Context: an optimization exercise on an open-source flow, tuned for small area. The choices shown serve that exercise and are no tape-out recipe. RTL that was checked went through simulation tests only; none was proved equivalent to the original. The RTL of run 1 was laid out without a check of its function.

==> flow/design.v (outline; a module is shown in full before it is edited, if it fits) <==
// module fe_fa: 10 lines
// module fe_maj: 8 lines
// module fe_xnor: 7 lines
// module fe_or: 7 lines
// module fe_ha: 9 lines
// module fe_speed: 782 lines
// module fe_ema_fast: 339 lines
// module fe_gt32: 43 lines
// module micro_doppler_classifier: 46 lines
// module fe_ema_snr: 564 lines
// module fe_ema_slow_g: 429 lines
// module fe_ema_fast_g: 417 lines
// module fe_ema_rcsdev: 687 lines
// module fe_gt5: 76 lines
// module feature_reporter: 50 lines
// module feature_ext_top: 150 lines
module feature_ext_top
#(
    parameter int REPORT_INTERVAL = 10,
    parameter int BASELINE_LEN    = 20       
) (
    input  logic                   clk,
    input  logic                   rst_n,
    input  logic signed [FP_W-1:0] vx,
    input  logic signed [FP_W-1:0] vy,
    input  logic signed [FP_W-1:0] nis_cv,
    input  logic                   imm_valid,
    input  logic signed [FP_W-1:0] rcs_amplitude,
    input  logic signed [FP_W-1:0] snr_db,
    input  logic signed [FP_W-1:0] doppler_spread_hz,
    input  logic signed [FP_W-1:0] micro_doppler_peak_hz,
    input  logic signed [FP_W-1:0] micro_doppler_period,
    input  logic                   rf_valid,
    output logic                   report_valid,
    output logic signed [FP_W-1:0] rpt_spd_avg,
    output logic signed [FP_W-1:0] rpt_spd_peak,
    output logic signed [FP_W-1:0] rpt_nis_avg,
    output logic signed [FP_W-1:0] rpt_nis_peak,
    output logic [MD_W-1:0]        rpt_md_type,
    output logic signed [FP_W-1:0] rpt_md_conf,
    output logic signed [FP_W-1:0] rpt_ecm_score,
    output logic                   rpt_ecm_detected,
    output logic                   ecm_noise_flag,
    output logic                   ecm_deception_flag
);
  // ...
==> flow/flow/run.sh <==
#!/bin/bash
# Layout flow: the standard flow (standard.sh, unchanged synthesis and steps),
# with the input/output port buffers made from the plain sky130 buffer
# (buf_1) instead of the delay buffer the resizer picks by default.
set -o pipefail
cp standard.sh standard.sh.txt
export BUFFER_PORTS_ARGS="-buffer_cell sky130_fd_sc_hd__buf_1"
bash standard.sh > standard.log 2>&1
status=$?
tail -40 standard.log
exit $status
==> flow/standard.sh <==
#!/bin/bash
# synth_recipe.tcl (not shown) runs the flow's synth.tcl, then flattens the netlist and writes it again
# the make line also repeats each setting of config.mk as NAME=value (left out here)
make -C /OpenROAD-flow-scripts/flow DESIGN_CONFIG=/design/flow/config.mk WORK_HOME=/design/flow/orfs CLKGATE_MAP_FILE= SYNTH_SCRIPT=/design/flow/synth_recipe.tcl "${@:-finish}"
==> flow/config.mk <==
export PLATFORM = sky130hd
export DESIGN_NAME = feature_ext_top
export DESIGN_NICKNAME = feature_ext_top
export VERILOG_FILES = /design/flow/design.v
export SDC_FILE = /design/flow/constraint.sdc
export NUM_CORES = 4
export LEC_CHECK = 0
export ABC_AREA = 0
export CAP_MARGIN = 20
export CORE_MARGIN = 2
export CORE_UTILIZATION = 60
export CTS_BUF_LIST = sky130_fd_sc_hd__clkbuf_16
export CTS_CLUSTER_DIAMETER = 100
export CTS_CLUSTER_SIZE = 20
export GPL_TIMING_DRIVEN = 0
export SLEW_MARGIN = 20
export SYNTH_HIERARCHICAL = 1
==> flow/constraint.sdc <==
create_clock -name core_clock -period 25.0 [get_ports {clk}]
set_input_delay 5.0000 -clock core_clock [delete_from_list [all_inputs] [get_ports {clk}]]
set_output_delay 5.0000 -clock core_clock [all_outputs]
set_load 0.01 [all_outputs]
==> results.txt, run 1 <==
Post-synthesis sequential area ratio -> 0.1484
Place WS -> -1.680 ns
Critical Path Sink Type -> flip-flop
Final Util -> 0.6567
Outcome -> complete, no violations
Post-Synth Adder-Cell Area -> 0.6098
Synth unique cells -> 98
Largest net degree at the start of global routing -> 32
CP bufs+invs -> 2
Max Slew Vio Count -> 0
Io pins -> 459
Post-Route Setup TNS -> 0 ns
Worst-case clock buffer depth -> 3
Area delta synth->final -> 8.316%
Core Box Area -> 0.1036 sq mm
Max Cap Violations -> 0
Post-detail-place hpwl -> 129300 um
#FFs+latches synth -> 345
Register area -> 0.009325 sq mm
Grt met2 use -> 0.4736
Clock-cell share of area -> 0.01268
Rel. slew slack -> 0.2999
Seq/total area -> 0.1370
==> module fe_ema_slow_g, before the edit <==
module fe_ema_slow_g (
    input logic [31:0] a,
    input logic [31:0] x,
    input logic g,
    output logic [31:0] r
);
    logic t1x, t1o, t2s, t2c, t3s, t3c, t4s, t4c, t5s, t5c, t6s, t6c, t7s, t7c, t8s, t8c;
    logic t9s, t9c, t10s, t10c, t11s, t11c, t12s, t12c, t13s, t13c, t14s, t14c, t15s, t15c, t16s, t16c;
    logic t17s, t17c, t18s, t18c, t19s, t19c, t20s, t20c, t21s, t21c, t22s, t22c, t23s, t23c, t24s, t24c;
    logic t25s, t25c, t26s, t26c, t27s, t27c, t28s, t28c, t29s, t29c, t30s, t30c, t31s, t31c, t32s, t32c;
    logic t33, t34, t35, t36, t37, t38, t39, t40, t41, t42, t43, t44, t45, t46, t47, t48;
    logic t49, t50, t51, t52, t53, t54, t55, t56, t57, t58, t59, t60, t61, t62, t63, t64;
    logic t65, t66s, t66c, t67s, t67c, t68s, t68c, t69s, t69c, t70s, t70c, t71s, t71c, t72s, t72c, t73s;
    logic t73c, t74s, t74c, t75s, t75c, t76s, t76c, t77s, t77c, t78s, t78c, t79s, t79c, t80s, t80c, t81s;
    logic t81c, t82s, t82c, t83s, t83c, t84s, t84c, t85s, t85c, t86s, t86c, t87s, t87c, t88s, t88c, t89s;
    logic t89c, t90s, t90c, t91s, t91c, t92s, t92c, t93s, t93c, t94s, t94c, t95s, t95c, t96s, t96c, t97s;
    logic t97c, t98x, t98o, t99s, t99c, t100s, t100c, t101s, t101c, t102s, t102c, t103s, t103c, t104s, t104c, t105s;
    logic t105c, t106s, t106c, t107s, t107c, t108s, t108c, t109s, t109c, t110s, t110c, t111s, t111c, t112s, t112c, t113s;
    logic t113c, t114s, t114c, t115s, t115c, t116s, t116c, t117s, t117c, t118s, t118c, t119s, t119c, t120s, t120c, t121s;
    logic t121c, t122s, t122c, t123s, t123c, t124s, t124c, t125s, t125c, t126s, t126c, t127s, t127c, t128s, t128c, t129s;
    logic t129c, t130s, t130c, t131s, t131c, t132s, t132c, t133s, t133c, t134s, t134c, t135s, t135c, t136s, t136c, t137s;
    logic t137c, t138s, t138c, t139s, t139c, t140s, t140c, t141s, t141c, t142s, t142c, t143s, t143c, t144s, t144c, t145;
    logic t146, t147, t148, t149, t150, t151, t152, t153, t154, t155, t156, t157, t158, t159, t160, t161s;
    logic t161c, t162s, t162c, t163s, t163c, t164s, t164c, t165s, t165c, t166s, t166c, t167s, t167c, t168s, t168c, t169s;
    logic t169c, t170x, t170o, t171s, t171c, t172x, t172o, t173s, t173c, t174x, t174o, t175s, t175c, t176x, t176o, t177s;
    logic t177c, t178x, t178o, t179s, t179c, t180x, t180o, t181s, t181c, t182x, t182o, t183s, t183c, t184x, t184o, t185s;
    logic t185c, t186x, t186o, t187s, t187c, t188x, t188o, t189s, t189c, t190x, t190o, t191s, t191c, t192x, t192o, t193s;
    logic t193c, t194x, t194o, t195s, t195c, t196x, t196o, t197s, t197c, t198x, t198o, t199s, t199c, t200s, t200c, t201s;
    logic t201c, t202s, t202c, t203s, t203c, t204s, t204c, t205s, t205c, t206s, t206c, t207s, t207c, t208s, t208c, t209s;
    logic t209c, t210s, t210c, t211s, t211c, t212s, t212c, t213s, t213c, t214s, t214c, t215s, t215c, t216s, t216c, t217s;
    logic t217c, t218s, t218c, t219s, t219c, t220s, t220c, t221s, t221c, t222s, t222c, t223s, t223c, t224s, t224c, t225s;
    logic t225c, t226s, t226c, t227s, t227c, t228s, t228c, t229s, t229c, t230s, t230c, t231s, t231c, t232s, t232c, t233s;
    logic t233c, t234s, t234c, t235s, t235c, t236s, t236c, t237s, t237c, t238s, t238c, t239s, t239c, t240s, t240c, t241s;
    logic t241c, t242s, t242c, t243s, t243c, t244s, t244c, t245s, t245c, t246s, t246c, t247s, t247c, t248s, t248c, t249s;
    logic t249c, t250s, t250c, t251s, t251c, t252s, t252c, t253s, t253c, t254s, t254c, t255s, t255c, t256s, t256c, t257s;
    logic t257c, t258s, t258c, t259s, t259c, t260x, t260o, t261s, t261c, t262s, t262c, t263s, t263c, t264s, t264c, t265s;
    logic t265c, t266s, t266c, t267s, t267c, t268s, t268c, t269s, t269c, t270s, t270c, t271s, t271c, t272s, t272c, t273s;
    logic t273c, t274s, t274c, t275s, t275c, t276s, t276c, t277s, t277c, t278s, t278c, t279s, t279c, t280s, t280c, t281x;
    logic t281o, t282x, t282o, t283x, t283o, t284s, t284c, t285x, t285o, t286x, t286o, t287x, t287o, t288s, t288c, t289;
    logic t290c, t291c, t292c, t293c, t294c, t295c, t296c, t297c, t298c, t299c, t300c, t301c, t302c, t303c, t304c, t305c;
    logic t306c, t307c, t308c, t309c, t310c, t311c, t312c, t313c, t314c, t315c, t316c, t317c, t318c, t319c, t320c, t321c;
    logic t322c, t323c, t324c, t325c, t326c, t327s, t327c, t328s, t328c, t329s, t329c, t330s, t330c, t331s, t331c, t332x;
    logic t332o, t333s, t333c, t334s, t334c, t335s, t335c, t336s, t336c, t342, t343s, t343c, t344s, t344c, t345s, t345c;
    logic t346s, t346c, t347s, t347c, t348x, t348o, t349s, t349c, t350s, t350c, t351s, t351c, t352s, t352c, t358;
    fe_xnor u1x (.a(x[0]), .b(~a[0]), .y(t1x));
    fe_or u1o (.a(x[0]), .b(~a[0]), .y(t1o));
    fe_fa u2 (.a(x[1]), .b(~a[1]), .c(t1o), .s(t2s), .co(t2c));
    fe_fa u3 (.a(x[2]), .b(~a[2]), .c(t2c), .s(t3s), .co(t3c));
    fe_fa u4 (.a(x[3]), .b(~a[3]), .c(t3c), .s(t4s), .co(t4c));
    fe_fa u5 (.a(x[4]), .b(~a[4]), .c(t4c), .s(t5s), .co(t5c));
    fe_fa u6 (.a(x[5]), .b(~a[5]), .c(t5c), .s(t6s), .co(t6c));
    fe_fa u7 (.a(x[6]), .b(~a[6]), .c(t6c), .s(t7s), .co(t7c));
    fe_fa u8 (.a(x[7]), .b(~a[7]), .c(t7c), .s(t8s), .co(t8c));
    fe_fa u9 (.a(x[8]), .b(~a[8]), .c(t8c), .s(t9s), .co(t9c));
    fe_fa u10 (.a(x[9]), .b(~a[9]), .c(t9c), .s(t10s), .co(t10c));
    fe_fa u11 (.a(x[10]), .b(~a[10]), .c(t10c), .s(t11s), .co(t11c));
    fe_fa u12 (.a(x[11]), .b(~a[11]), .c(t11c), .s(t12s), .co(t12c));
    fe_fa u13 (.a(x[12]), .b(~a[12]), .c(t12c), .s(t13s), .co(t13c));
    fe_fa u14 (.a(x[13]), .b(~a[13]), .c(t13c), .s(t14s), .co(t14c));
    fe_fa u15 (.a(x[14]), .b(~a[14]), .c(t14c), .s(t15s), .co(t15c));
    fe_fa u16 (.a(x[15]), .b(~a[15]), .c(t15c), .s(t16s), .co(t16c));
    fe_fa u17 (.a(x[16]), .b(~a[16]), .c(t16c), .s(t17s), .co(t17c));
    fe_fa u18 (.a(x[17]), .b(~a[17]), .c(t17c), .s(t18s), .co(t18c));
    fe_fa u19 (.a(x[18]), .b(~a[18]), .c(t18c), .s(t19s), .co(t19c));
    fe_fa u20 (.a(x[19]), .b(~a[19]), .c(t19c), .s(t20s), .co(t20c));
    fe_fa u21 (.a(x[20]), .b(~a[20]), .c(t20c), .s(t21s), .co(t21c));
    fe_fa u22 (.a(x[21]), .b(~a[21]), .c(t21c), .s(t22s), .co(t22c));
    fe_fa u23 (.a(x[22]), .b(~a[22]), .c(t22c), .s(t23s), .co(t23c));
    fe_fa u24 (.a(x[23]), .b(~a[23]), .c(t23c), .s(t24s), .co(t24c));
    fe_fa u25 (.a(x[24]), .b(~a[24]), .c(t24c), .s(t25s), .co(t25c));
    fe_fa u26 (.a(x[25]), .b(~a[25]), .c(t25c), .s(t26s), .co(t26c));
    fe_fa u27 (.a(x[26]), .b(~a[26]), .c(t26c), .s(t27s), .co(t27c));
    fe_fa u28 (.a(x[27]), .b(~a[27]), .c(t27c), .s(t28s), .co(t28c));
    fe_fa u29 (.a(x[28]), .b(~a[28]), .c(t28c), .s(t29s), .co(t29c));
    fe_fa u30 (.a(x[29]), .b(~a[29]), .c(t29c), .s(t30s), .co(t30c));
    fe_fa u31 (.a(x[30]), .b(~a[30]), .c(t30c), .s(t31s), .co(t31c));
    fe_fa u32 (.a(~x[31]), .b(a[31]), .c(t31c), .s(t32s), .co(t32c));
    assign t33 = t1x & ~g;
    assign t34 = t2s & ~g;
    assign t35 = t3s & ~g;
    assign t36 = t4s & ~g;
    assign t37 = t5s & ~g;
    assign t38 = t6s & ~g;
    assign t39 = t7s & ~g;
    assign t40 = t8s & ~g;
    assign t41 = t9s & ~g;
    assign t42 = t10s & ~g;
    assign t43 = t11s & ~g;
    assign t44 = t12s & ~g;
    assign t45 = t13s & ~g;
    assign t46 = t14s & ~g;
    assign t47 = t15s & ~g;
    assign t48 = t16s & ~g;
    assign t49 = t17s & ~g;
    assign t50 = t18s & ~g;
    assign t51 = t19s & ~g;
    assign t52 = t20s & ~g;
    assign t53 = t21s & ~g;
    assign t54 = t22s & ~g;
    assign t55 = t23s & ~g;
    assign t56 = t24s & ~g;
    assign t57 = t25s & ~g;
    assign t58 = t26s & ~g;
    assign t59 = t27s & ~g;
    assign t60 = t28s & ~g;
    assign t61 = t29s & ~g;
    assign t62 = t30s & ~g;
    assign t63 = t31s & ~g;
    assign t64 = t32s & ~g;
    assign t65 = ~t32c & ~g;
    fe_ha u66 (.a(~t65), .b(t64), .s(t66s), .co(t66c));
    fe_ha u67 (.a(t34), .b(t33), .s(t67s), .co(t67c));
    fe_fa u68 (.a(t35), .b(t34), .c(t67c), .s(t68s), .co(t68c));
    fe_fa u69 (.a(t36), .b(t35), .c(t68c), .s(t69s), .co(t69c));
    fe_fa u70 (.a(t37), .b(t36), .c(t69c), .s(t70s), .co(t70c));
    fe_fa u71 (.a(t38), .b(t37), .c(t70c), .s(t71s), .co(t71c));
    fe_fa u72 (.a(t39), .b(t38), .c(t71c), .s(t72s), .co(t72c));
    fe_fa u73 (.a(t40), .b(t39), .c(t72c), .s(t73s), .co(t73c));
    fe_fa u74 (.a(t41), .b(t40), .c(t73c), .s(t74s), .co(t74c));
    fe_fa u75 (.a(t42), .b(t41), .c(t74c), .s(t75s), .co(t75c));
    fe_fa u76 (.a(t43), .b(t42), .c(t75c), .s(t76s), .co(t76c));
    fe_fa u77 (.a(t44), .b(t43), .c(t76c), .s(t77s), .co(t77c));
    fe_fa u78 (.a(t45), .b(t44), .c(t77c), .s(t78s), .co(t78c));
    fe_fa u79 (.a(t46), .b(t45), .c(t78c), .s(t79s), .co(t79c));
    fe_fa u80 (.a(t47), .b(t46), .c(t79c), .s(t80s), .co(t80c));
    fe_fa u81 (.a(t48), .b(t47), .c(t80c), .s(t81s), .co(t81c));
    fe_fa u82 (.a(t49), .b(t48), .c(t81c), .s(t82s), .co(t82c));
    fe_fa u83 (.a(t50), .b(t49), .c(t82c), .s(t83s), .co(t83c));
    fe_fa u84 (.a(t51), .b(t50), .c(t83c), .s(t84s), .co(t84c));
    fe_fa u85 (.a(t52), .b(t51), .c(t84c), .s(t85s), .co(t85c));
    fe_fa u86 (.a(t53), .b(t52), .c(t85c), .s(t86s), .co(t86c));
    fe_fa u87 (.a(t54), .b(t53), .c(t86c), .s(t87s), .co(t87c));
    fe_fa u88 (.a(t55), .b(t54), .c(t87c), .s(t88s), .co(t88c));
    fe_fa u89 (.a(t56), .b(t55), .c(t88c), .s(t89s), .co(t89c));
    fe_fa u90 (.a(t57), .b(t56), .c(t89c), .s(t90s), .co(t90c));
    fe_fa u91 (.a(t58), .b(t57), .c(t90c), .s(t91s), .co(t91c));
    fe_fa u92 (.a(t59), .b(t58), .c(t91c), .s(t92s), .co(t92c));
    fe_fa u93 (.a(t60), .b(t59), .c(t92c), .s(t93s), .co(t93c));
    fe_fa u94 (.a(t61), .b(t60), .c(t93c), .s(t94s), .co(t94c));
    fe_fa u95 (.a(t62), .b(t61), .c(t94c), .s(t95s), .co(t95c));
    fe_fa u96 (.a(t63), .b(t62), .c(t95c), .s(t96s), .co(t96c));
    fe_fa u97 (.a(t64), .b(t63), .c(t96c), .s(t97s), .co(t97c));
    fe_xnor u98x (.a(t66s), .b(t97c), .y(t98x));
    fe_or u98o (.a(t66s), .b(t97c), .y(t98o));
    fe_fa u99 (.a(~t65), .b(t66c), .c(t98o), .s(t99s), .co(t99c));
    fe_ha u100 (.a(x[1]), .b(x[0]), .s(t100s), .co(t100c));
    fe_fa u101 (.a(x[2]), .b(x[1]), .c(t100c), .s(t101s), .co(t101c));
    fe_fa u102 (.a(x[3]), .b(x[2]), .c(t101c), .s(t102s), .co(t102c));
    fe_fa u103 (.a(x[4]), .b(x[3]), .c(t102c), .s(t103s), .co(t103c));
    fe_fa u104 (.a(x[5]), .b(x[4]), .c(t103c), .s(t104s), .co(t104c));
    fe_fa u105 (.a(x[6]), .b(x[5]), .c(t104c), .s(t105s), .co(t105c));
    fe_fa u106 (.a(x[7]), .b(x[6]), .c(t105c), .s(t106s), .co(t106c));
    fe_fa u107 (.a(x[8]), .b(x[7]), .c(t106c), .s(t107s), .co(t107c));
    fe_fa u108 (.a(x[9]), .b(x[8]), .c(t107c), .s(t108s), .co(t108c));
    fe_fa u109 (.a(x[10]), .b(x[9]), .c(t108c), .s(t109s), .co(t109c));
    fe_fa u110 (.a(x[11]), .b(x[10]), .c(t109c), .s(t110s), .co(t110c));
    fe_fa u111 (.a(x[12]), .b(x[11]), .c(t110c), .s(t111s), .co(t111c));
    fe_fa u112 (.a(x[13]), .b(x[12]), .c(t111c), .s(t112s), .co(t112c));
    fe_fa u113 (.a(x[14]), .b(x[13]), .c(t112c), .s(t113s), .co(t113c));
    fe_fa u114 (.a(x[15]), .b(x[14]), .c(t113c), .s(t114s), .co(t114c));
    fe_ha u115 (.a(x[10]), .b(t107s), .s(t115s), .co(t115c));
    fe_fa u116 (.a(x[11]), .b(t108s), .c(t104s), .s(t116s), .co(t116c));
    fe_fa u117 (.a(x[12]), .b(t109s), .c(t105s), .s(t117s), .co(t117c));
    fe_fa u118 (.a(x[13]), .b(t110s), .c(t106s), .s(t118s), .co(t118c));
    fe_fa u119 (.a(x[14]), .b(t111s), .c(t107s), .s(t119s), .co(t119c));
    fe_fa u120 (.a(x[15]), .b(t112s), .c(t108s), .s(t120s), .co(t120c));
    fe_ha u121 (.a(x[6]), .b(t103s), .s(t121s), .co(t121c));
    fe_fa u122 (.a(x[7]), .b(t104s), .c(t100s), .s(t122s), .co(t122c));
    fe_fa u123 (.a(x[8]), .b(t105s), .c(t101s), .s(t123s), .co(t123c));
    fe_fa u124 (.a(x[9]), .b(t106s), .c(t102s), .s(t124s), .co(t124c));
    fe_fa u125 (.a(t103s), .b(x[0]), .c(t115s), .s(t125s), .co(t125c));
    fe_fa u126 (.a(t100s), .b(t116s), .c(t115c), .s(t126s), .co(t126c));
    fe_fa u127 (.a(t101s), .b(t117s), .c(t116c), .s(t127s), .co(t127c));
    fe_fa u128 (.a(t102s), .b(t118s), .c(t117c), .s(t128s), .co(t128c));
    fe_fa u129 (.a(t103s), .b(t119s), .c(t118c), .s(t129s), .co(t129c));
    fe_fa u130 (.a(t104s), .b(t120s), .c(t119c), .s(t130s), .co(t130c));
    fe_ha u131 (.a(x[2]), .b(x[0]), .s(t131s), .co(t131c));
    fe_fa u132 (.a(x[3]), .b(t100s), .c(t131c), .s(t132s), .co(t132c));
    fe_fa u133 (.a(x[4]), .b(t101s), .c(t132c), .s(t133s), .co(t133c));
    fe_fa u134 (.a(x[5]), .b(t102s), .c(t133c), .s(t134s), .co(t134c));
    fe_fa u135 (.a(x[0]), .b(t121s), .c(t134c), .s(t135s), .co(t135c));
    fe_fa u136 (.a(t122s), .b(t121c), .c(t135c), .s(t136s), .co(t136c));
    fe_fa u137 (.a(t123s), .b(t122c), .c(t136c), .s(t137s), .co(t137c));
    fe_fa u138 (.a(t124s), .b(t123c), .c(t137c), .s(t138s), .co(t138c));
    fe_fa u139 (.a(t125s), .b(t124c), .c(t138c), .s(t139s), .co(t139c));
    fe_fa u140 (.a(t126s), .b(t125c), .c(t139c), .s(t140s), .co(t140c));
    fe_fa u141 (.a(t127s), .b(t126c), .c(t140c), .s(t141s), .co(t141c));
    fe_fa u142 (.a(t128s), .b(t127c), .c(t141c), .s(t142s), .co(t142c));
    fe_fa u143 (.a(t129s), .b(t128c), .c(t142c), .s(t143s), .co(t143c));
    fe_fa u144 (.a(t130s), .b(t129c), .c(t143c), .s(t144s), .co(t144c));
    assign t145 = x[0] & ~g;
    assign t146 = x[1] & ~g;
    assign t147 = t131s & ~g;
    assign t148 = t132s & ~g;
    assign t149 = t133s & ~g;
    assign t150 = t134s & ~g;
    assign t151 = t135s & ~g;
    assign t152 = t136s & ~g;
    assign t153 = t137s & ~g;
    assign t154 = t138s & ~g;
    assign t155 = t139s & ~g;
    assign t156 = t140s & ~g;
    assign t157 = t141s & ~g;
    assign t158 = t142s & ~g;
    assign t159 = t143s & ~g;
    assign t160 = t144s & ~g;
    fe_ha u161 (.a(t43), .b(t74s), .s(t161s), .co(t161c));
    fe_fa u162 (.a(t44), .b(t75s), .c(t71s), .s(t162s), .co(t162c));
    fe_fa u163 (.a(t45), .b(t76s), .c(t72s), .s(t163s), .co(t163c));
    fe_fa u164 (.a(t46), .b(t77s), .c(t73s), .s(t164s), .co(t164c));
    fe_fa u165 (.a(t47), .b(t78s), .c(t74s), .s(t165s), .co(t165c));
    fe_fa u166 (.a(t48), .b(t79s), .c(t75s), .s(t166s), .co(t166c));
    fe_fa u167 (.a(a[0]), .b(t49), .c(t80s), .s(t167s), .co(t167c));
    fe_ha u168 (.a(t76s), .b(t72s), .s(t168s), .co(t168c));
    fe_fa u169 (.a(a[1]), .b(t50), .c(t81s), .s(t169s), .co(t169c));
    fe_xnor u170x (.a(t77s), .b(t73s), .y(t170x));
    fe_or u170o (.a(t77s), .b(t73s), .y(t170o));
    fe_fa u171 (.a(a[2]), .b(t51), .c(t82s), .s(t171s), .co(t171c));
    fe_xnor u172x (.a(t78s), .b(t74s), .y(t172x));
    fe_or u172o (.a(t78s), .b(t74s), .y(t172o));
    fe_fa u173 (.a(a[3]), .b(t52), .c(t83s), .s(t173s), .co(t173c));
    fe_xnor u174x (.a(t79s), .b(t75s), .y(t174x));
    fe_or u174o (.a(t79s), .b(t75s), .y(t174o));
    fe_fa u175 (.a(a[4]), .b(t53), .c(t84s), .s(t175s), .co(t175c));
    fe_xnor u176x (.a(t80s), .b(t76s), .y(t176x));
    fe_or u176o (.a(t80s), .b(t76s), .y(t176o));
    fe_fa u177 (.a(a[5]), .b(t54), .c(t85s), .s(t177s), .co(t177c));
    fe_xnor u178x (.a(t81s), .b(t77s), .y(t178x));
    fe_or u178o (.a(t81s), .b(t77s), .y(t178o));
    fe_fa u179 (.a(a[6]), .b(t55), .c(t86s), .s(t179s), .co(t179c));
    fe_xnor u180x (.a(t82s), .b(t78s), .y(t180x));
    fe_or u180o (.a(t82s), .b(t78s), .y(t180o));
    fe_fa u181 (.a(a[7]), .b(t56), .c(t87s), .s(t181s), .co(t181c));
    fe_xnor u182x (.a(t83s), .b(t79s), .y(t182x));
    fe_or u182o (.a(t83s), .b(t79s), .y(t182o));
    fe_fa u183 (.a(a[8]), .b(t57), .c(t88s), .s(t183s), .co(t183c));
    fe_xnor u184x (.a(t84s), .b(t80s), .y(t184x));
    fe_or u184o (.a(t84s), .b(t80s), .y(t184o));
    fe_fa u185 (.a(a[9]), .b(t58), .c(t89s), .s(t185s), .co(t185c));
    fe_xnor u186x (.a(t85s), .b(t81s), .y(t186x));
    fe_or u186o (.a(t85s), .b(t81s), .y(t186o));
    fe_fa u187 (.a(a[10]), .b(t59), .c(t90s), .s(t187s), .co(t187c));
    fe_xnor u188x (.a(t86s), .b(t82s), .y(t188x));
    fe_or u188o (.a(t86s), .b(t82s), .y(t188o));
    fe_fa u189 (.a(a[11]), .b(t60), .c(t91s), .s(t189s), .co(t189c));
    fe_xnor u190x (.a(t87s), .b(t83s), .y(t190x));
    fe_or u190o (.a(t87s), .b(t83s), .y(t190o));
    fe_fa u191 (.a(a[12]), .b(t61), .c(t92s), .s(t191s), .co(t191c));
    fe_xnor u192x (.a(t88s), .b(t84s), .y(t192x));
    fe_or u192o (.a(t88s), .b(t84s), .y(t192o));
    fe_fa u193 (.a(a[13]), .b(t62), .c(t93s), .s(t193s), .co(t193c));
    fe_xnor u194x (.a(t89s), .b(t85s), .y(t194x));
    fe_or u194o (.a(t89s), .b(t85s), .y(t194o));
    fe_fa u195 (.a(a[14]), .b(t63), .c(t94s), .s(t195s), .co(t195c));
    fe_xnor u196x (.a(t90s), .b(t86s), .y(t196x));
    fe_or u196o (.a(t90s), .b(t86s), .y(t196o));
    fe_fa u197 (.a(a[15]), .b(t64), .c(t95s), .s(t197s), .co(t197c));
    fe_xnor u198x (.a(t91s), .b(t87s), .y(t198x));
    fe_or u198o (.a(t91s), .b(t87s), .y(t198o));
    fe_fa u199 (.a(a[16]), .b(~t65), .c(t96s), .s(t199s), .co(t199c));
    fe_ha u200 (.a(t92s), .b(t88s), .s(t200s), .co(t200c));
    fe_fa u201 (.a(a[17]), .b(t97s), .c(t93s), .s(t201s), .co(t201c));
    fe_fa u202 (.a(a[18]), .b(t98x), .c(t94s), .s(t202s), .co(t202c));
    fe_fa u203 (.a(a[19]), .b(t99s), .c(t95s), .s(t203s), .co(t203c));
    fe_fa u204 (.a(a[20]), .b(t99c), .c(t96s), .s(t204s), .co(t204c));
    fe_ha u205 (.a(a[21]), .b(t97s), .s(t205s), .co(t205c));
    fe_ha u206 (.a(a[22]), .b(t98x), .s(t206s), .co(t206c));
    fe_ha u207 (.a(a[23]), .b(t99s), .s(t207s), .co(t207c));
    fe_ha u208 (.a(t39), .b(t70s), .s(t208s), .co(t208c));
    fe_fa u209 (.a(t40), .b(t71s), .c(t67s), .s(t209s), .co(t209c));
    fe_fa u210 (.a(t41), .b(t72s), .c(t68s), .s(t210s), .co(t210c));
    fe_fa u211 (.a(t42), .b(t73s), .c(t69s), .s(t211s), .co(t211c));
    fe_fa u212 (.a(t70s), .b(t33), .c(~t155), .s(t212s), .co(t212c));
    fe_fa u213 (.a(t67s), .b(~t156), .c(t162s), .s(t213s), .co(t213c));
    fe_fa u214 (.a(t68s), .b(~t157), .c(t163s), .s(t214s), .co(t214c));
    fe_fa u215 (.a(t69s), .b(~t158), .c(t164s), .s(t215s), .co(t215c));
    fe_fa u216 (.a(t70s), .b(~t159), .c(t165s), .s(t216s), .co(t216c));
    fe_fa u217 (.a(t71s), .b(~t160), .c(t166s), .s(t217s), .co(t217c));
    fe_fa u218 (.a(t167s), .b(t168s), .c(t166c), .s(t218s), .co(t218c));
    fe_fa u219 (.a(t169s), .b(t170x), .c(t167c), .s(t219s), .co(t219c));
    fe_fa u220 (.a(t171s), .b(t172x), .c(t169c), .s(t220s), .co(t220c));
    fe_fa u221 (.a(t173s), .b(t174x), .c(t171c), .s(t221s), .co(t221c));
    fe_fa u222 (.a(t175s), .b(t176x), .c(t173c), .s(t222s), .co(t222c));
    fe_fa u223 (.a(t177s), .b(t178x), .c(t175c), .s(t223s), .co(t223c));
    fe_fa u224 (.a(t179s), .b(t180x), .c(t177c), .s(t224s), .co(t224c));
    fe_fa u225 (.a(t181s), .b(t182x), .c(t179c), .s(t225s), .co(t225c));
    fe_fa u226 (.a(t183s), .b(t184x), .c(t181c), .s(t226s), .co(t226c));
    fe_fa u227 (.a(t185s), .b(t186x), .c(t183c), .s(t227s), .co(t227c));
    fe_fa u228 (.a(t187s), .b(t188x), .c(t185c), .s(t228s), .co(t228c));
    fe_fa u229 (.a(t189s), .b(t190x), .c(t187c), .s(t229s), .co(t229c));
    fe_fa u230 (.a(t191s), .b(t192x), .c(t189c), .s(t230s), .co(t230c));
    fe_fa u231 (.a(t193s), .b(t194x), .c(t191c), .s(t231s), .co(t231c));
    fe_fa u232 (.a(t195s), .b(t196x), .c(t193c), .s(t232s), .co(t232c));
    fe_fa u233 (.a(t197s), .b(t198x), .c(t195c), .s(t233s), .co(t233c));
    fe_fa u234 (.a(t199s), .b(t200s), .c(t197c), .s(t234s), .co(t234c));
    fe_fa u235 (.a(t201s), .b(~t89s), .c(t199c), .s(t235s), .co(t235c));
    fe_fa u236 (.a(t202s), .b(~t90s), .c(t201c), .s(t236s), .co(t236c));
    fe_fa u237 (.a(t203s), .b(~t91s), .c(t202c), .s(t237s), .co(t237c));
    fe_fa u238 (.a(t92s), .b(t204s), .c(t203c), .s(t238s), .co(t238c));
    fe_fa u239 (.a(t93s), .b(t205s), .c(t204c), .s(t239s), .co(t239c));
    fe_fa u240 (.a(t94s), .b(t206s), .c(t205c), .s(t240s), .co(t240c));
    fe_fa u241 (.a(t95s), .b(t207s), .c(t206c), .s(t241s), .co(t241c));
    fe_fa u242 (.a(a[24]), .b(t99c), .c(t96s), .s(t242s), .co(t242c));
    fe_ha u243 (.a(a[25]), .b(t97s), .s(t243s), .co(t243c));
    fe_ha u244 (.a(a[26]), .b(t98x), .s(t244s), .co(t244c));
    fe_ha u245 (.a(a[27]), .b(t99s), .s(t245s), .co(t245c));
    fe_ha u246 (.a(t35), .b(t33), .s(t246s), .co(t246c));
    fe_fa u247 (.a(t36), .b(t67s), .c(~t148), .s(t247s), .co(t247c));
    fe_fa u248 (.a(t37), .b(t68s), .c(~t149), .s(t248s), .co(t248c));
    fe_fa u249 (.a(t38), .b(t69s), .c(~t150), .s(t249s), .co(t249c));
    fe_fa u250 (.a(t33), .b(~t151), .c(t208s), .s(t250s), .co(t250c));
    fe_fa u251 (.a(~t152), .b(t209s), .c(t208c), .s(t251s), .co(t251c));
    fe_fa u252 (.a(~t153), .b(t210s), .c(t209c), .s(t252s), .co(t252c));
    fe_fa u253 (.a(~t154), .b(t211s), .c(t210c), .s(t253s), .co(t253c));
    fe_fa u254 (.a(t161s), .b(t212s), .c(t211c), .s(t254s), .co(t254c));
    fe_fa u255 (.a(t161c), .b(t213s), .c(t212c), .s(t255s), .co(t255c));
    fe_fa u256 (.a(t162c), .b(t214s), .c(t213c), .s(t256s), .co(t256c));
    fe_fa u257 (.a(t163c), .b(t215s), .c(t214c), .s(t257s), .co(t257c));
    fe_fa u258 (.a(t164c), .b(t216s), .c(t215c), .s(t258s), .co(t258c));
    fe_fa u259 (.a(t165c), .b(t217s), .c(t216c), .s(t259s), .co(t259c));
    fe_xnor u260x (.a(t218s), .b(t217c), .y(t260x));
    fe_or u260o (.a(t218s), .b(t217c), .y(t260o));
    fe_fa u261 (.a(t168c), .b(t219s), .c(t218c), .s(t261s), .co(t261c));
    fe_fa u262 (.a(t170o), .b(t220s), .c(t219c), .s(t262s), .co(t262c));
    fe_fa u263 (.a(t172o), .b(t221s), .c(t220c), .s(t263s), .co(t263c));
    fe_fa u264 (.a(t174o), .b(t222s), .c(t221c), .s(t264s), .co(t264c));
    fe_fa u265 (.a(t176o), .b(t223s), .c(t222c), .s(t265s), .co(t265c));
    fe_fa u266 (.a(t178o), .b(t224s), .c(t223c), .s(t266s), .co(t266c));
    fe_fa u267 (.a(t180o), .b(t225s), .c(t224c), .s(t267s), .co(t267c));
    fe_fa u268 (.a(t182o), .b(t226s), .c(t225c), .s(t268s), .co(t268c));
    fe_fa u269 (.a(t184o), .b(t227s), .c(t226c), .s(t269s), .co(t269c));
    fe_fa u270 (.a(t186o), .b(t228s), .c(t227c), .s(t270s), .co(t270c));
    fe_fa u271 (.a(t188o), .b(t229s), .c(t228c), .s(t271s), .co(t271c));
    fe_fa u272 (.a(t190o), .b(t230s), .c(t229c), .s(t272s), .co(t272c));
    fe_fa u273 (.a(t192o), .b(t231s), .c(t230c), .s(t273s), .co(t273c));
    fe_fa u274 (.a(t194o), .b(t232s), .c(t231c), .s(t274s), .co(t274c));
    fe_fa u275 (.a(t196o), .b(t233s), .c(t232c), .s(t275s), .co(t275c));
    fe_fa u276 (.a(t198o), .b(t234s), .c(t233c), .s(t276s), .co(t276c));
    fe_fa u277 (.a(t200c), .b(t235s), .c(t234c), .s(t277s), .co(t277c));
    fe_fa u278 (.a(t89s), .b(t236s), .c(t235c), .s(t278s), .co(t278c));
    fe_fa u279 (.a(t90s), .b(t237s), .c(t236c), .s(t279s), .co(t279c));
    fe_fa u280 (.a(t91s), .b(t238s), .c(t237c), .s(t280s), .co(t280c));
    fe_xnor u281x (.a(t239s), .b(t238c), .y(t281x));
    fe_or u281o (.a(t239s), .b(t238c), .y(t281o));
    fe_xnor u282x (.a(t240s), .b(t239c), .y(t282x));
    fe_or u282o (.a(t240s), .b(t239c), .y(t282o));
    fe_xnor u283x (.a(t241s), .b(t240c), .y(t283x));
    fe_or u283o (.a(t241s), .b(t240c), .y(t283o));
    fe_fa u284 (.a(t207c), .b(t242s), .c(t241c), .s(t284s), .co(t284c));
    fe_xnor u285x (.a(t243s), .b(t242c), .y(t285x));
    fe_or u285o (.a(t243s), .b(t242c), .y(t285o));
    fe_xnor u286x (.a(t244s), .b(t243c), .y(t286x));
    fe_or u286o (.a(t244s), .b(t243c), .y(t286o));
    fe_xnor u287x (.a(t245s), .b(t244c), .y(t287x));
    fe_or u287o (.a(t245s), .b(t244c), .y(t287o));
    fe_fa u288 (.a(a[28]), .b(t99c), .c(t245c), .s(t288s), .co(t288c));
    assign t289 = t33 | ~t145;
    fe_maj u290 (.a(t34), .b(~t146), .c(t289), .co(t290c));
    fe_maj u291 (.a(~t147), .b(t246s), .c(t290c), .co(t291c));
    fe_maj u292 (.a(t247s), .b(t246c), .c(t291c), .co(t292c));
    fe_maj u293 (.a(t248s), .b(t247c), .c(t292c), .co(t293c));
    fe_maj u294 (.a(t249s), .b(t248c), .c(t293c), .co(t294c));
    fe_maj u295 (.a(t250s), .b(t249c), .c(t294c), .co(t295c));
    fe_maj u296 (.a(t251s), .b(t250c), .c(t295c), .co(t296c));
    fe_maj u297 (.a(t252s), .b(t251c), .c(t296c), .co(t297c));
    fe_maj u298 (.a(t253s), .b(t252c), .c(t297c), .co(t298c));
    fe_maj u299 (.a(t254s), .b(t253c), .c(t298c), .co(t299c));
    fe_maj u300 (.a(t255s), .b(t254c), .c(t299c), .co(t300c));
    fe_maj u301 (.a(t256s), .b(t255c), .c(t300c), .co(t301c));
    fe_maj u302 (.a(t257s), .b(t256c), .c(t301c), .co(t302c));
    fe_maj u303 (.a(t258s), .b(t257c), .c(t302c), .co(t303c));
    fe_maj u304 (.a(t259s), .b(t258c), .c(t303c), .co(t304c));
    fe_fa u305 (.a(t260x), .b(t259c), .c(t304c), .s(r[0]), .co(t305c));
    fe_fa u306 (.a(t261s), .b(t260o), .c(t305c), .s(r[1]), .co(t306c));
    fe_fa u307 (.a(t262s), .b(t261c), .c(t306c), .s(r[2]), .co(t307c));
    fe_fa u308 (.a(t263s), .b(t262c), .c(t307c), .s(r[3]), .co(t308c));
    fe_fa u309 (.a(t264s), .b(t263c), .c(t308c), .s(r[4]), .co(t309c));
    fe_fa u310 (.a(t265s), .b(t264c), .c(t309c), .s(r[5]), .co(t310c));
    fe_fa u311 (.a(t266s), .b(t265c), .c(t310c), .s(r[6]), .co(t311c));
    fe_fa u312 (.a(t267s), .b(t266c), .c(t311c), .s(r[7]), .co(t312c));
    fe_fa u313 (.a(t268s), .b(t267c), .c(t312c), .s(r[8]), .co(t313c));
    fe_fa u314 (.a(t269s), .b(t268c), .c(t313c), .s(r[9]), .co(t314c));
    fe_fa u315 (.a(t270s), .b(t269c), .c(t314c), .s(r[10]), .co(t315c));
    fe_fa u316 (.a(t271s), .b(t270c), .c(t315c), .s(r[11]), .co(t316c));
    fe_fa u317 (.a(t272s), .b(t271c), .c(t316c), .s(r[12]), .co(t317c));
    fe_fa u318 (.a(t273s), .b(t272c), .c(t317c), .s(r[13]), .co(t318c));
    fe_fa u319 (.a(t274s), .b(t273c), .c(t318c), .s(r[14]), .co(t319c));
    fe_fa u320 (.a(t275s), .b(t274c), .c(t319c), .s(r[15]), .co(t320c));
    fe_fa u321 (.a(t276s), .b(t275c), .c(t320c), .s(r[16]), .co(t321c));
    fe_fa u322 (.a(t277s), .b(t276c), .c(t321c), .s(r[17]), .co(t322c));
    fe_fa u323 (.a(t278s), .b(t277c), .c(t322c), .s(r[18]), .co(t323c));
    fe_fa u324 (.a(t279s), .b(t278c), .c(t323c), .s(r[19]), .co(t324c));
    fe_fa u325 (.a(t280s), .b(t279c), .c(t324c), .s(r[20]), .co(t325c));
    fe_fa u326 (.a(t281x), .b(t280c), .c(t325c), .s(r[21]), .co(t326c));
    fe_ha u327 (.a(t282x), .b(t281o), .s(t327s), .co(t327c));
    fe_fa u328 (.a(t283x), .b(t282o), .c(t327c), .s(t328s), .co(t328c));
    fe_fa u329 (.a(t284s), .b(t283o), .c(t328c), .s(t329s), .co(t329c));
    fe_fa u330 (.a(t285x), .b(t284c), .c(t329c), .s(t330s), .co(t330c));
    fe_fa u331 (.a(t286x), .b(t285o), .c(t330c), .s(t331s), .co(t331c));
    fe_xnor u332x (.a(t282x), .b(t281o), .y(t332x));
    fe_or u332o (.a(t282x), .b(t281o), .y(t332o));
    fe_fa u333 (.a(t283x), .b(t282o), .c(t332o), .s(t333s), .co(t333c));
    fe_fa u334 (.a(t284s), .b(t283o), .c(t333c), .s(t334s), .co(t334c));
    fe_fa u335 (.a(t285x), .b(t284c), .c(t334c), .s(t335s), .co(t335c));
    fe_fa u336 (.a(t286x), .b(t285o), .c(t335c), .s(t336s), .co(t336c));
    assign r[22] = t326c ? t332x : t327s;
    assign r[23] = t326c ? t333s : t328s;
    assign r[24] = t326c ? t334s : t329s;
    assign r[25] = t326c ? t335s : t330s;
    assign r[26] = t326c ? t336s : t331s;
    assign t342 = t326c ? t336c : t331c;
    fe_ha u343 (.a(t287x), .b(t286o), .s(t343s), .co(t343c));
    fe_fa u344 (.a(t288s), .b(t287o), .c(t343c), .s(t344s), .co(t344c));
    fe_fa u345 (.a(~a[29]), .b(t288c), .c(t344c), .s(t345s), .co(t345c));
    fe_fa u346 (.a(~a[30]), .b(a[29]), .c(t345c), .s(t346s), .co(t346c));
    fe_fa u347 (.a(~a[31]), .b(a[30]), .c(t346c), .s(t347s), .co(t347c));
    fe_xnor u348x (.a(t287x), .b(t286o), .y(t348x));
    fe_or u348o (.a(t287x), .b(t286o), .y(t348o));
    fe_fa u349 (.a(t288s), .b(t287o), .c(t348o), .s(t349s), .co(t349c));
    fe_fa u350 (.a(~a[29]), .b(t288c), .c(t349c), .s(t350s), .co(t350c));
    fe_fa u351 (.a(~a[30]), .b(a[29]), .c(t350c), .s(t351s), .co(t351c));
    fe_fa u352 (.a(~a[31]), .b(a[30]), .c(t351c), .s(t352s), .co(t352c));
    assign r[27] = t342 ? t348x : t343s;
    assign r[28] = t342 ? t349s : t344s;
    assign r[29] = t342 ? t350s : t345s;
    assign r[30] = t342 ? t351s : t346s;
    assign r[31] = t342 ? t352s : t347s;
    assign t358 = t342 ? t352c : t347c;
endmodule
==> inputs of run 2 (changes only) <==
--- a/flow/design.v
+++ b/flow/design.v
@@ -1902,19 +1902,19 @@
     logic t241c, t242s, t242c, t243s, t243c, t244s, t244c, t245s, t245c, t246s, t246c, t247s, t247c, t248s, t248c, t249s;
     logic t249c, t250s, t250c, t251s, t251c, t252s, t252c, t253s, t253c, t254s, t254c, t255s, t255c, t256s, t256c, t257s;
     logic t257c, t258s, t258c, t259s, t259c, t260x, t260o, t261s, t261c, t262s, t262c, t263s, t263c, t264s, t264c, t265s;
     logic t265c, t266s, t266c, t267s, t267c, t268s, t268c, t269s, t269c, t270s, t270c, t271s, t271c, t272s, t272c, t273s;
     logic t273c, t274s, t274c, t275s, t275c, t276s, t276c, t277s, t277c, t278s, t278c, t279s, t279c, t280s, t280c, t281x;
     logic t281o, t282x, t282o, t283x, t283o, t284s, t284c, t285x, t285o, t286x, t286o, t287x, t287o, t288s, t288c, t289;
     logic t290c, t291c, t292c, t293c, t294c, t295c, t296c, t297c, t298c, t299c, t300c, t301c, t302c, t303c, t304c, t305c;
     logic t306c, t307c, t308c, t309c, t310c, t311c, t312c, t313c, t314c, t315c, t316c, t317c, t318c, t319c, t320c, t321c;
-    logic t322c, t323c, t324c, t325c, t326c, t327s, t327c, t328s, t328c, t329s, t329c, t330s, t330c, t331s, t331c, t332x;
-    logic t332o, t333s, t333c, t334s, t334c, t335s, t335c, t336s, t336c, t342, t343s, t343c, t344s, t344c, t345s, t345c;
-    logic t346s, t346c, t347s, t347c, t348x, t348o, t349s, t349c, t350s, t350c, t351s, t351c, t352s, t352c, t358;
+    logic t322c, t323c, t324c, t325c, t326c, t327s, t327c, t328s, t328c, t329s, t329c, t330s, t330c, t331s, t331c, t332c;
+    logic t333c, t334c, t335c, t336c, t337, t338s, t338c, t339s, t339c, t340s, t340c, t341s, t341c, t342s, t342c, t343c;
+    logic t344c, t345c, t346c, t347c, t348;
     fe_xnor u1x (.a(x[0]), .b(~a[0]), .y(t1x));
     fe_or u1o (.a(x[0]), .b(~a[0]), .y(t1o));
     fe_fa u2 (.a(x[1]), .b(~a[1]), .c(t1o), .s(t2s), .co(t2c));
     fe_fa u3 (.a(x[2]), .b(~a[2]), .c(t2c), .s(t3s), .co(t3c));
     fe_fa u4 (.a(x[3]), .b(~a[3]), .c(t3c), .s(t4s), .co(t4c));
     fe_fa u5 (.a(x[4]), .b(~a[4]), .c(t4c), .s(t5s), .co(t5c));
     fe_fa u6 (.a(x[5]), .b(~a[5]), .c(t5c), .s(t6s), .co(t6c));
     fe_fa u7 (.a(x[6]), .b(~a[6]), .c(t6c), .s(t7s), .co(t7c));
@@ -2260,45 +2260,33 @@
     fe_fa u324 (.a(t279s), .b(t278c), .c(t323c), .s(r[19]), .co(t324c));
     fe_fa u325 (.a(t280s), .b(t279c), .c(t324c), .s(r[20]), .co(t325c));
     fe_fa u326 (.a(t281x), .b(t280c), .c(t325c), .s(r[21]), .co(t326c));
     fe_ha u327 (.a(t282x), .b(t281o), .s(t327s), .co(t327c));
     fe_fa u328 (.a(t283x), .b(t282o), .c(t327c), .s(t328s), .co(t328c));
     fe_fa u329 (.a(t284s), .b(t283o), .c(t328c), .s(t329s), .co(t329c));
     fe_fa u330 (.a(t285x), .b(t284c), .c(t329c), .s(t330s), .co(t330c));
     fe_fa u331 (.a(t286x), .b(t285o), .c(t330c), .s(t331s), .co(t331c));
-    fe_xnor u332x (.a(t282x), .b(t281o), .y(t332x));
-    fe_or u332o (.a(t282x), .b(t281o), .y(t332o));
-    fe_fa u333 (.a(t283x), .b(t282o), .c(t332o), .s(t333s), .co(t333c));
-    fe_fa u334 (.a(t284s), .b(t283o), .c(t333c), .s(t334s), .co(t334c));
-    fe_fa u335 (.a(t285x), .b(t284c), .c(t334c), .s(t335s), .co(t335c));
-    fe_fa u336 (.a(t286x), .b(t285o), .c(t335c), .s(t336s), .co(t336c));
-    assign r[22] = t326c ? t332x : t327s;
-    assign r[23] = t326c ? t333s : t328s;
-    assign r[24] = t326c ? t334s : t329s;
-    assign r[25] = t326c ? t335s : t330s;
-    assign r[26] = t326c ? t336s : t331s;
-    assign t342 = t326c ? t336c : t331c;
-    fe_ha u343 (.a(t287x), .b(t286o), .s(t343s), .co(t343c));
-    fe_fa u344 (.a(t288s), .b(t287o), .c(t343c), .s(t344s), .co(t344c));
-    fe_fa u345 (.a(~a[29]), .b(t288c), .c(t344c), .s(t345s), .co(t345c));
-    fe_fa u346 (.a(~a[30]), .b(a[29]), .c(t345c), .s(t346s), .co(t346c));
-    fe_fa u347 (.a(~a[31]), .b(a[30]), .c(t346c), .s(t347s), .co(t347c));
-    fe_xnor u348x (.a(t287x), .b(t286o), .y(t348x));
-    fe_or u348o (.a(t287x), .b(t286o), .y(t348o));
-    fe_fa u349 (.a(t288s), .b(t287o), .c(t348o), .s(t349s), .co(t349c));
-    fe_fa u350 (.a(~a[29]), .b(t288c), .c(t349c), .s(t350s), .co(t350c));
-    fe_fa u351 (.a(~a[30]), .b(a[29]), .c(t350c), .s(t351s), .co(t351c));
-    fe_fa u352 (.a(~a[31]), .b(a[30]), .c(t351c), .s(t352s), .co(t352c));
-    assign r[27] = t342 ? t348x : t343s;
-    assign r[28] = t342 ? t349s : t344s;
-    assign r[29] = t342 ? t350s : t345s;
-    assign r[30] = t342 ? t351s : t346s;
-    assign r[31] = t342 ? t352s : t347s;
-    assign t358 = t342 ? t352c : t347c;
+    fe_ha u332 (.a(t327s), .b(t326c), .s(r[22]), .co(t332c));
+    fe_ha u333 (.a(t328s), .b(t332c), .s(r[23]), .co(t333c));
+    fe_ha u334 (.a(t329s), .b(t333c), .s(r[24]), .co(t334c));
+    fe_ha u335 (.a(t330s), .b(t334c), .s(r[25]), .co(t335c));
+    fe_ha u336 (.a(t331s), .b(t335c), .s(r[26]), .co(t336c));
+    assign t337 = t331c | t336c;
+    fe_ha u338 (.a(t287x), .b(t286o), .s(t338s), .co(t338c));
+    fe_fa u339 (.a(t288s), .b(t287o), .c(t338c), .s(t339s), .co(t339c));
+    fe_fa u340 (.a(~a[29]), .b(t288c), .c(t339c), .s(t340s), .co(t340c));
+    fe_fa u341 (.a(~a[30]), .b(a[29]), .c(t340c), .s(t341s), .co(t341c));
+    fe_fa u342 (.a(~a[31]), .b(a[30]), .c(t341c), .s(t342s), .co(t342c));
+    fe_ha u343 (.a(t338s), .b(t337), .s(r[27]), .co(t343c));
+    fe_ha u344 (.a(t339s), .b(t343c), .s(r[28]), .co(t344c));
+    fe_ha u345 (.a(t340s), .b(t344c), .s(r[29]), .co(t345c));
+    fe_ha u346 (.a(t341s), .b(t345c), .s(r[30]), .co(t346c));
+    fe_ha u347 (.a(t342s), .b(t346c), .s(r[31]), .co(t347c));
+    assign t348 = t342c | t347c;
 endmodule
 module fe_ema_fast_g (
     input logic [31:0] a,
     input logic [31:0] x,
     input logic g,
     output logic [31:0] r
 );
     logic t1x, t1o, t2s, t2c, t3s, t3c, t4s, t4c, t5s, t5c, t6s, t6c, t7s, t7c, t8s, t8c;
@@ -2330,19 +2318,18 @@
     logic t233s, t233c, t234s, t234c, t235s, t235c, t236s, t236c, t237s, t237c, t238s, t238c, t239s, t239c, t240s, t240c;
     logic t241s, t241c, t242s, t242c, t243s, t243c, t244s, t244c, t245s, t245c, t246s, t246c, t247s, t247c, t248x, t248o;
     logic t249s, t249c, t250s, t250c, t251s, t251c, t252s, t252c, t253s, t253c, t254s, t254c, t255s, t255c, t256s, t256c;
     logic t257s, t257c, t258s, t258c, t259s, t259c, t260s, t260c, t261s, t261c, t262s, t262c, t263s, t263c, t264s, t264c;
     logic t265s, t265c, t266s, t266c, t267s, t267c, t268s, t268c, t269s, t269c, t270s, t270c, t271s, t271c, t272x, t272o;
     logic t273x, t273o, t274x, t274o, t275s, t275c, t276x, t276o, t277s, t277c, t278, t279c, t280c, t281c, t282c, t283c;
     logic t284c, t285c, t286c, t287c, t288c, t289c, t290c, t291c, t292c, t293c, t294c, t295c, t296c, t297c, t298c, t299c;
     logic t300c, t301c, t302c, t303c, t304c, t305c, t306c, t307c, t308c, t309c, t310c, t311c, t312c, t313c, t314c, t315s;
-    logic t315c, t316s, t316c, t317s, t317c, t318s, t318c, t319s, t319c, t320x, t320o, t321s, t321c, t322s, t322c, t323s;
-    logic t323c, t324s, t324c, t330, t331s, t331c, t332s, t332c, t333s, t333c, t334s, t334c, t335s, t335c, t336x, t336o;
-    logic t337s, t337c, t338s, t338c, t339s, t339c, t340s, t340c, t346;
+    logic t315c, t316s, t316c, t317s, t317c, t318s, t318c, t319s, t319c, t320c, t321c, t322c, t323c, t324c, t325, t326s;
+    logic t326c, t327s, t327c, t328s, t328c, t329s, t329c, t330s, t330c, t331c, t332c, t333c, t334c, t335c, t336;
     fe_xnor u1x (.a(x[0]), .b(~a[0]), .y(t1x));
     fe_or u1o (.a(x[0]), .b(~a[0]), .y(t1o));
     fe_fa u2 (.a(x[1]), .b(~a[1]), .c(t1o), .s(t2s), .co(t2c));
     fe_fa u3 (.a(x[2]), .b(~a[2]), .c(t2c), .s(t3s), .co(t3c));
     fe_fa u4 (.a(x[3]), .b(~a[3]), .c(t3c), .s(t4s), .co(t4c));
     fe_fa u5 (.a(x[4]), .b(~a[4]), .c(t4c), .s(t5s), .co(t5c));
     fe_fa u6 (.a(x[5]), .b(~a[5]), .c(t5c), .s(t6s), .co(t6c));
     fe_fa u7 (.a(x[6]), .b(~a[6]), .c(t6c), .s(t7s), .co(t7c));
@@ -2677,45 +2664,33 @@
     fe_fa u312 (.a(t267s), .b(t266c), .c(t311c), .s(r[19]), .co(t312c));
     fe_fa u313 (.a(t268s), .b(t267c), .c(t312c), .s(r[20]), .co(t313c));
     fe_fa u314 (.a(t269s), .b(t268c), .c(t313c), .s(r[21]), .co(t314c));
     fe_ha u315 (.a(t270s), .b(t269c), .s(t315s), .co(t315c));
     fe_fa u316 (.a(t271s), .b(t270c), .c(t315c), .s(t316s), .co(t316c));
     fe_fa u317 (.a(t272x), .b(t271c), .c(t316c), .s(t317s), .co(t317c));
     fe_fa u318 (.a(t273x), .b(t272o), .c(t317c), .s(t318s), .co(t318c));
     fe_fa u319 (.a(t274x), .b(t273o), .c(t318c), .s(t319s), .co(t319c));
-    fe_xnor u320x (.a(t270s), .b(t269c), .y(t320x));
-    fe_or u320o (.a(t270s), .b(t269c), .y(t320o));
-    fe_fa u321 (.a(t271s), .b(t270c), .c(t320o), .s(t321s), .co(t321c));
-    fe_fa u322 (.a(t272x), .b(t271c), .c(t321c), .s(t322s), .co(t322c));
-    fe_fa u323 (.a(t273x), .b(t272o), .c(t322c), .s(t323s), .co(t323c));
-    fe_fa u324 (.a(t274x), .b(t273o), .c(t323c), .s(t324s), .co(t324c));
-    assign r[22] = t314c ? t320x : t315s;
-    assign r[23] = t314c ? t321s : t316s;
-    assign r[24] = t314c ? t322s : t317s;
-    assign r[25] = t314c ? t323s : t318s;
-    assign r[26] = t314c ? t324s : t319s;
-    assign t330 = t314c ? t324c : t319c;
-    fe_ha u331 (.a(t275s), .b(t274o), .s(t331s), .co(t331c));
-    fe_fa u332 (.a(t276x), .b(t275c), .c(t331c), .s(t332s), .co(t332c));
-    fe_fa u333 (.a(t277s), .b(t276o), .c(t332c), .s(t333s), .co(t333c));
-    fe_fa u334 (.a(~a[30]), .b(t277c), .c(t333c), .s(t334s), .co(t334c));
-    fe_fa u335 (.a(~a[31]), .b(a[30]), .c(t334c), .s(t335s), .co(t335c));
-    fe_xnor u336x (.a(t275s), .b(t274o), .y(t336x));
-    fe_or u336o (.a(t275s), .b(t274o), .y(t336o));
-    fe_fa u337 (.a(t276x), .b(t275c), .c(t336o), .s(t337s), .co(t337c));
-    fe_fa u338 (.a(t277s), .b(t276o), .c(t337c), .s(t338s), .co(t338c));
-    fe_fa u339 (.a(~a[30]), .b(t277c), .c(t338c), .s(t339s), .co(t339c));
-    fe_fa u340 (.a(~a[31]), .b(a[30]), .c(t339c), .s(t340s), .co(t340c));
-    assign r[27] = t330 ? t336x : t331s;
-    assign r[28] = t330 ? t337s : t332s;
-    assign r[29] = t330 ? t338s : t333s;
-    assign r[30] = t330 ? t339s : t334s;
-    assign r[31] = t330 ? t340s : t335s;
-    assign t346 = t330 ? t340c : t335c;
+    fe_ha u320 (.a(t315s), .b(t314c), .s(r[22]), .co(t320c));
+    fe_ha u321 (.a(t316s), .b(t320c), .s(r[23]), .co(t321c));
+    fe_ha u322 (.a(t317s), .b(t321c), .s(r[24]), .co(t322c));
+    fe_ha u323 (.a(t318s), .b(t322c), .s(r[25]), .co(t323c));
+    fe_ha u324 (.a(t319s), .b(t323c), .s(r[26]), .co(t324c));
+    assign t325 = t319c | t324c;
+    fe_ha u326 (.a(t275s), .b(t274o), .s(t326s), .co(t326c));
+    fe_fa u327 (.a(t276x), .b(t275c), .c(t326c), .s(t327s), .co(t327c));
+    fe_fa u328 (.a(t277s), .b(t276o), .c(t327c), .s(t328s), .co(t328c));
+    fe_fa u329 (.a(~a[30]), .b(t277c), .c(t328c), .s(t329s), .co(t329c));
+    fe_fa u330 (.a(~a[31]), .b(a[30]), .c(t329c), .s(t330s), .co(t330c));
+    fe_ha u331 (.a(t326s), .b(t325), .s(r[27]), .co(t331c));
+    fe_ha u332 (.a(t327s), .b(t331c), .s(r[28]), .co(t332c));
+    fe_ha u333 (.a(t328s), .b(t332c), .s(r[29]), .co(t333c));
+    fe_ha u334 (.a(t329s), .b(t333c), .s(r[30]), .co(t334c));
+    fe_ha u335 (.a(t330s), .b(t334c), .s(r[31]), .co(t335c));
+    assign t336 = t330c | t335c;
 endmodule
 module fe_ema_rcsdev (
     input logic [31:0] a,
     input logic [31:0] rcs,
     input logic [31:0] base,
     input logic g,
     output logic [31:0] r
 );
==> run 2 against run 1 <==
  * Global-route usage down 0.16 points
  * Still clean on timing, DRC and antenna
  * Largest cell class unchanged
  * Worst setup slack better by 0.037 ns
  * Critical path type unchanged
  * Via count down 0.49%
  * Critical endpoint unchanged
==> results.txt, run 2 <==
Outcome -> complete, no violations
Syn Std Cell Area -> 0.06245 sq mm
Max Freq -> 0.04082 GHz
Fin crit period -> 24.50 ns
Hold path start -> md_code[1]
Cells after Synth -> 4583
Clock sink total -> 345
Final critical-path share of the clock period -> 0.9799
I/O Buffers -> 376
Count of final hold-check violations -> 0
DRT Wirelength -> 147400 um
Die X -> 326.6 um
Total track usage -> 0.2913
Synth cell count leaders -> fa_1 (1657), inv_1 (427), xnor2_1 (236)
FFs w/ async S/R, synth -> 0.6029
Largest net degree at the start of global routing -> 32 (unchanged)
Slew at the pin closest to its max-slew limit -> 1.074 ns
Crit path max-delay cell type -> fa_1
DR vias -> 36840
Critical path class -> input port to flip-flop
PnR worst setup slack -> 0.5018 ns
Antenna violations before repair -> 6
Final instance area -> 0.06793 sq mm
Most frequent cells in the layout -> fa_1 (1607), inv_1 (430), buf_1 (361)
DR pass1 iterations -> 5
WL/cell -> 22.73 um
Worst-case clock buffer depth -> 3 (unchanged)
Worst Hold Path EP -> code_s[1]
Reg2Reg Capture Point -> spd_avg[31]
Main area contributors after synthesis -> fa_1 (53%), dfrtp_1 (8.1%), edfxtp_1 (6.6%)
Share of post-route cells with drive strength above 1 -> 0.1570
Post-synthesis sequential area ratio -> 0.1493 (+0.0009218)
Number of remaining DRC errors -> 0
Vias per std cell -> 5.681
GPL Wtd Cong -> 0.9382
EDFF count, synth -> 137
Hold slack -> 0.4540 ns
Layout Skew -> 0.03383 ns
Post-route insts no fill -> 6484
Crit Path Max Fanout -> 10
TritonCTS buffer count -> 28
Syn avg cell area -> 13.63 sq um
#FFs+latches synth -> 345 (unchanged)
Starting Density -> 0.6042
Worst r2r path cells -> 53
Post-detail-place hpwl -> 128400 um (-0.73%)
Worst Hold Depth -> 0
Crit-path max cell delay -> 0.71 ns
CTS Root Buffer Type -> clkbuf_16
RR Startpoint -> spd_cur[0]
Synth unique cells -> 99 (+1.0%)
Cell with the most instances after synthesis -> fa_1
Critical Path RT -> 25.33 ns
Critical path arrival -> 24.83 ns
Rel. slew slack -> 0.2788 (-0.02118)
Placed Instances -> 6406
Die ar. -> 0.1067 sq mm
Clock slew at reported path FFs -> 0.08 ns
Max Cap Violations -> 0 (unchanged)
H-tree depth -> 1
CTS tree -> yes
Most common cell after layout, fill and taps aside -> fa_1
DRT iter0 DRCs -> 2015
Core Box Area -> 0.1033 sq mm (-0.28%)
Worst min-delay path class -> flip-flop to flip-flop
CP Launch Type -> input port
Warnings from Yosys -> 9
Place WS -> -1.823 ns (-0.1429 ns)
Vias in the first global route -> 41550
Row count -> 118
Area delta synth->final -> 8.778%
Io pins -> 459 (unchanged)
Synth top area share -> 0.5312
Final net count -> 7228
Die Y -> 326.6 um
GRT overflow -> 0
Max Slew Vio Count -> 0 (unchanged)
DRT antenna net count -> 0
Clock latency on the worst-skew pair -> 0.64 ns
Most used DFF post-synth -> dfrtp_1
Synth area leader -> fa_1
First-pass GRT wire length -> 239100 um
Cell mode on critical path -> fa_1
Critical Path Sink Type -> flip-flop
Finish-stage setup viols -> 0
Area after DPL -> 0.06605 sq mm
-- run 2: through the flow --
stage / utilization / TNS [ns]
final: 0.6573 / 0
after global routing: 0.6573 / -0.2012
after CTS: 0.6511 / 0
after detailed placement: 0.6391 / -18.51
after global placement: 0.6366 / -16.28
after floorplan: - / 0
-- run 2: worst max path at each step --
stage,startpoint,to,cells after the start
finish,rf_valid,snr_gap_hi,52
global route,rcs_amplitude[23],rcs_dev_avg[30],57
CTS,rcs_amplitude[23],rcs_dev_avg[28],59
detailed placement,rcs_amplitude[12],rcs_dev_avg[28],56
global placement,rcs_amplitude[12],rcs_dev_avg[30],56
floorplan,rcs_amplitude[23],rcs_dev_avg[27],58
-- run 2: per-module statistics from Yosys (local to each module, per instance), a selection --
module / cell area, sq um / copies in the design / flops+latches
fe_ha: 12.51 / 214 / 0
fe_ema_fast_g: 475.5 / 1 / 0
fe_speed: 3451 / 1 / 0
feature_reporter: 743.2 / 1 / 0
fe_ema_rcsdev: 3093 / 1 / 0
fe_fa: 20.02 / 1657 / 0
fe_or: 6.256 / 166 / 0
fe_gt32: 145.1 / 2 / 0
fe_ema_snr: 874.6 / 1 / 0
fe_ema_fast: 193.9 / 2 / 0
micro_doppler_classifier: 530.5 / 1 / 0
-- run 2: kinds of logic (layout without fill, tap and decap cells) --
group                    Yosys count  count (layout)  synth area share
AND/OR/NAND/NOR                  705             705           0.06792
XOR/XNOR                         275             275           0.03953
multiplexers                     300             300           0.05264
other                              1              58        0.00006005
flip-flops                       345             345            0.1493
adder cells (fa/ha/maj)         2082            2082            0.6125
buffers and inverters            609            1073           0.04352
AO/OA/AOI/OAI                    266             266           0.03452
-- run 2: layer usage --
metal  wire length (um)  share of wire  vias to the layer above  track usage
met5                 21        0.00014                        -            0
met4               2799          0.019                        4      0.04986
met3               6820          0.046                      156      0.03625
met2              73560           0.50                      884       0.4847
met1              64210           0.44                    19910       0.4234
li1                   -              -                    15880            -
-- run 2: worst max-delay path: cells and delay by family --
| kind | cells | cell delay [ns] |
|---|---|---|
| AOI/OAI and AO/OA | 1 | 0.23 |
| adders and majority gates | 41 | 16.83 |
| buffers and inverters | 5 | 1.33 |
| muxes | 2 | 0.66 |
| and+or+nand+nor | 3 | 0.71 |
-- run 2: repair_timing --
action | in CTS | in global routing
endpoints found under the setup margin | 12 | 14
gates cloned | 0 | 0
pin swaps | 8 | 26
buffers inserted | 5 | 20
hold buffers | 0 | 0
hold endpoints to repair | 0 | 0
gates resized for setup | 53 | 137
-- run 2: final cells by class --
type / instances / area, sq um
antenna: 3 / 7.507
timing repair buffer: 414 / 1882
buffer: 176 / 1101
inverter: 431 / 1618
clock inverter: 21 / 262.8
multi-input combinational: 3683 / 51230
sequential: 345 / 9325
tap: 1380 / 1727
fill: 7972 / 35420
clock buffer: 31 / 775.7

afterwards: timing with drivers on the ports:
How much do the figures lean on ideal ports? The routed layouts below were timed once more, with nothing changed but the port constraints. Step 1 sets driving cells, clkbuf_16 on the clock port and buf_2 on the other inputs (assumed; they add their load-dependent delay and slew). Step 2 also shifts input and output timing later by t, the mid clock arrival at the registers, as if the neighbouring blocks saw the same clock. Three values: ideal ports, drivers, drivers and shift; two values: the first two.
run	t, ns	setup slack, ns	slew at the worst register clock pin (ns)	worst slew at a driven data input, ns
run 1	0.699	0.465 / 0.519 / -0.180	0.09 / 0.09	0.15
run 2	0.703	0.502 / 0.554 / -0.149	0.09 / 0.09	0.10
Met with ideal ports but missed after step 2: setup timing in run 1 and run 2. The setup slack of run 2, which loses most, moves by +0.052 ns with the drivers and by -0.651 ns with both steps.
